This is an optimization exercise on Yosys and OpenROAD, whose aim is small area, not a production implementation. The RTL was checked by simulation tests, not by an equivalence proof against the original design. Power and IR drop assume default switching activity.

==> flow/design.v (excerpt) <==
module sram_param
#(
   parameter int unsigned               ANCHO_DATO  = 8,
   parameter int unsigned               ANCHO_DIR   = 8,
   parameter int unsigned               PROFUNDIDAD = 2 ** ANCHO_DIR,
   parameter int unsigned               MODO_RW     = 0,
   parameter logic [ANCHO_DATO-1:0]     VALOR_INI   = '0
) (
   input  logic                  Clk,
   input  logic                  Rst,
   input  logic [ANCHO_DIR-1:0]  Dir,
   input  logic [ANCHO_DATO-1:0] Dato_e,
   input  logic                  We,
   input  logic                  En,
   output logic [ANCHO_DATO-1:0] Dato_s,
   output logic                  Valido,
   output logic                  Listo,
   output logic                  Err
);
clock: 8.0 ns
lec_check: 0
cap_margin: 5
core_margin: 2
core_utilization: 70
cts_buf_list: sky130_fd_sc_hd__clkbuf_4
cts_cluster_diameter: 50
cts_cluster_size: 10
place_density: 0.9
slew_margin: 5
synth_hierarchical: 1
run.sh (not shown) runs the stock make flow with config.mk's settings and CLKGATE_MAP_FILE= SYNTH_SCRIPT=/design/flow/synth_recipe.tcl, a recipe that flattens the netlist after the stock synthesis.
Edit:
Settings changed: PLACE_DENSITY 0.9 to 0.8.
What happened: The new run produced a clean layout; clock skew is lower by 0.033 ns; sequential power barely changes; via count is lower by 3.1%.
Edit:
Settings changed: CTS_CLUSTER_DIAMETER 50 to 45.
Effect:
- global-route usage is about the same
- cell count stays flat
- setup slack gets worse by 0.23 ns
- clock power went up by about 4%
- sequential cell count stays the same
- design area is about the same
- area after synthesis stays the same

---

build 24:
Another version of the RTL of sram_param (not shown whole).
Size: roughly 2100 flip-flops, about 66000 um^2 of cells after synthesis.
==> flow/config.mk <==
export PLATFORM = sky130hd
export DESIGN_NAME = sram_param
export DESIGN_NICKNAME = sram_param
export VERILOG_FILES = /design/flow/design.v
export SDC_FILE = /design/flow/constraint.sdc
export NUM_CORES = 4
export LEC_CHECK = 0
export CAP_MARGIN = 0
export CORE_MARGIN = 2
export CORE_UTILIZATION = 80
export CTS_CLUSTER_DIAMETER = 100
export CTS_CLUSTER_SIZE = 25
export PLACE_DENSITY = 0.88
export SLEW_MARGIN = 0
export SYNTH_HIERARCHICAL = 1
==> flow/constraint.sdc <==
create_clock -name core_clock -period 8.0 [get_ports {Clk}]
set_input_delay 1.6000 -clock core_clock [delete_from_list [all_inputs] [get_ports {Clk}]]
set_output_delay 1.6000 -clock core_clock [all_outputs]
set_load 0.01 [all_outputs]
The following lists how build 52 was set up differently from build 24:
diff --git a/flow/config.mk b/flow/config.mk
--- a/flow/config.mk
+++ b/flow/config.mk
@@ -8 +8 @@
-export CAP_MARGIN = 0
+export CAP_MARGIN = 5
@@ -10,5 +10,5 @@
-export CORE_UTILIZATION = 80
-export CTS_CLUSTER_DIAMETER = 100
-export CTS_CLUSTER_SIZE = 25
-export PLACE_DENSITY = 0.88
-export SLEW_MARGIN = 0
+export CORE_UTILIZATION = 70
+export CTS_CLUSTER_DIAMETER = 120
+export CTS_CLUSTER_SIZE = 28
+export PLACE_DENSITY = 0.8
+export SLEW_MARGIN = 5
==> run notes <==
- Build 52 ends up with lower fraction of power consumed by the clock network than build 24 does.
- Per the comparison of build 52 with build 24, top achievable clock speed climbed 8.1%, routed length on met3 dropped about 24%.
- Run comparison: build 24 end point of the critical path g_pal[56].g_bit[1].u_celda.q$_DFF_P_; build 52 end point of the critical path g_pal[25].g_bit[0].u_celda.q$_DFF_P_
- Build 52: no failed stages, no open violations at the end
- Compared build 24 against build 52; combinational group share of total power within noise.
- Delta (build 52 minus build 24): number of synthesized flops with an enable pin comparable, global routing met2 resource utilization now smaller, final period utilization now smaller, die area now larger.
- Of build 52 and build 24, build 24 shows the higher total routed wirelength, with build 52 below it.
The inputs of build 53 differ from those of build 52 as listed below.
diff --git a/flow/config.mk b/flow/config.mk
--- a/flow/config.mk
+++ b/flow/config.mk
@@ -8 +8 @@
-export CAP_MARGIN = 5
+export CAP_MARGIN = 20
@@ -10,5 +10,5 @@
-export CORE_UTILIZATION = 70
-export CTS_CLUSTER_DIAMETER = 120
-export CTS_CLUSTER_SIZE = 28
-export PLACE_DENSITY = 0.8
-export SLEW_MARGIN = 5
+export CORE_UTILIZATION = 60
+export CTS_CLUSTER_DIAMETER = 100
+export CTS_CLUSTER_SIZE = 25
+export PLACE_DENSITY = 0.7
+export SLEW_MARGIN = 20
[summary]
Every stage of the flow completed for build 53, and the final layout passed the timing, design-rule and antenna checks.
Compared with build 52, in build 53 share of final layout cell area taken by non-clock buffers rose 0.42 points; share of synthesized registers carrying an async set or reset about even.
Build 53 vs build 52: clock buffer count up by more than 10%
Clock latency at the later pin of the worst-skew pair across build 52 and build 53: no real change.
Max fraction of area in registers across build 52 and build 53: build 52
From build 52 to build 53 the numbers moved as follows: non-clock buffer count increased 29%; routed wire length went up.
The inputs of build 6 differ from those of build 53 as listed below.
diff --git a/flow/config.mk b/flow/config.mk
--- a/flow/config.mk
+++ b/flow/config.mk
@@ -8 +8 @@
-export CAP_MARGIN = 20
+export CAP_MARGIN = 5
@@ -10 +10 @@
-export CORE_UTILIZATION = 60
+export CORE_UTILIZATION = 70
@@ -13,2 +13,2 @@
-export PLACE_DENSITY = 0.7
-export SLEW_MARGIN = 20
+export PLACE_DENSITY = 0.8
+export SLEW_MARGIN = 5
Results
Build 6 vs. build 53: post-synthesis adder-cell area fraction saw little to no change; post-route non-filler standard cell count saw a decrease; non-clock buffer count saw a decrease; final core utilization saw an increase.
In terms of post-route total power, build 6 and build 53 differ only marginally.

---

== JK ==
Another version of the RTL of sram_param (not shown whole).
For scale: roughly 2100 flip-flops, ~31 I/O pins, about 66000 um2 of cells after synthesis.
clock: 8.0 ns
lec_check: 0
cap_margin: 20
core_margin: 2
core_utilization: 40
slew_margin: 20
synth_hierarchical: 1
JK went all the way through synthesis, placement and routing and the layout is clean on timing, DRC and antenna.
Edits applied to the flow inputs when going from JK to TR:
Settings: changing CORE_UTILIZATION from 40 to 60; setting PLACE_DENSITY to 0.7 for the first time.
--- outcome ---
TR ended up with a lower total of clock buffers placed in the layout than JK did. Total inserted antenna cells is higher on TR. The post-layout worst setup margin of TR exceeds that of JK by 0.12 ns. Sort TR and JK by power, ascending, and TR comes first. Switching power of the nets is higher on JK. Against JK, TR reports a peak clock frequency supported by timing that is higher. Taking JK as the reference, in TR number of global-route vias before repair now larger, hold slack comparable.

==> afterwards: timing with drivers on the ports <==
No port has a modelled driver above. Below, the same layouts with a new extraction and two added sets of constraints.
Step 1 (the two cells are an assumption about what drives the block):
set clk [get_ports {Clk}]
set_driving_cell -lib_cell sky130_fd_sc_hd__clkbuf_16 $clk
set_driving_cell -lib_cell sky130_fd_sc_hd__buf_2 [delete_from_list [all_inputs] $clk]
Step 2 also shifts input and output timing later by t, the mid clock arrival at the registers, as if the neighbouring blocks saw the same clock.
Slacks: ideal / step 1 / step 2; pairs: ideal / step 1.
run	t, ns	setup slack, ns	latest minus earliest clock arrival (ns)	worst slew at a driven data input, ns
the first run of note 1	1.313	1.458 / 1.458 / 0.263	0.098 / 0.098	0.16
the second run of note 1	1.289	1.685 / 1.725 / 0.436	0.066 / 0.066	0.11
the third run of note 1	1.294	1.459 / 1.503 / 0.209	0.062 / 0.062	0.11
build 24	0.760	0.653 / 0.690 / -0.070	0.038 / 0.038	0.11
build 52	0.776	1.202 / 1.254 / 0.478	0.024 / 0.024	0.18
build 53	0.792	1.194 / 1.255 / 0.464	0.030 / 0.031	0.16
build 6	0.778	1.166 / 1.212 / 0.434	0.024 / 0.024	0.17
JK	0.898	0.747 / 0.804 / -0.094	0.028 / 0.028	0.09
TR	0.877	0.867 / 0.827 / -0.050	0.029 / 0.028	0.13
Met with ideal ports but missed after step 2: setup timing in build 24, JK and TR. For the third run of note 1, which loses most, drivers alone change the setup slack by +0.044 ns; drivers and shift together by -1.250 ns.
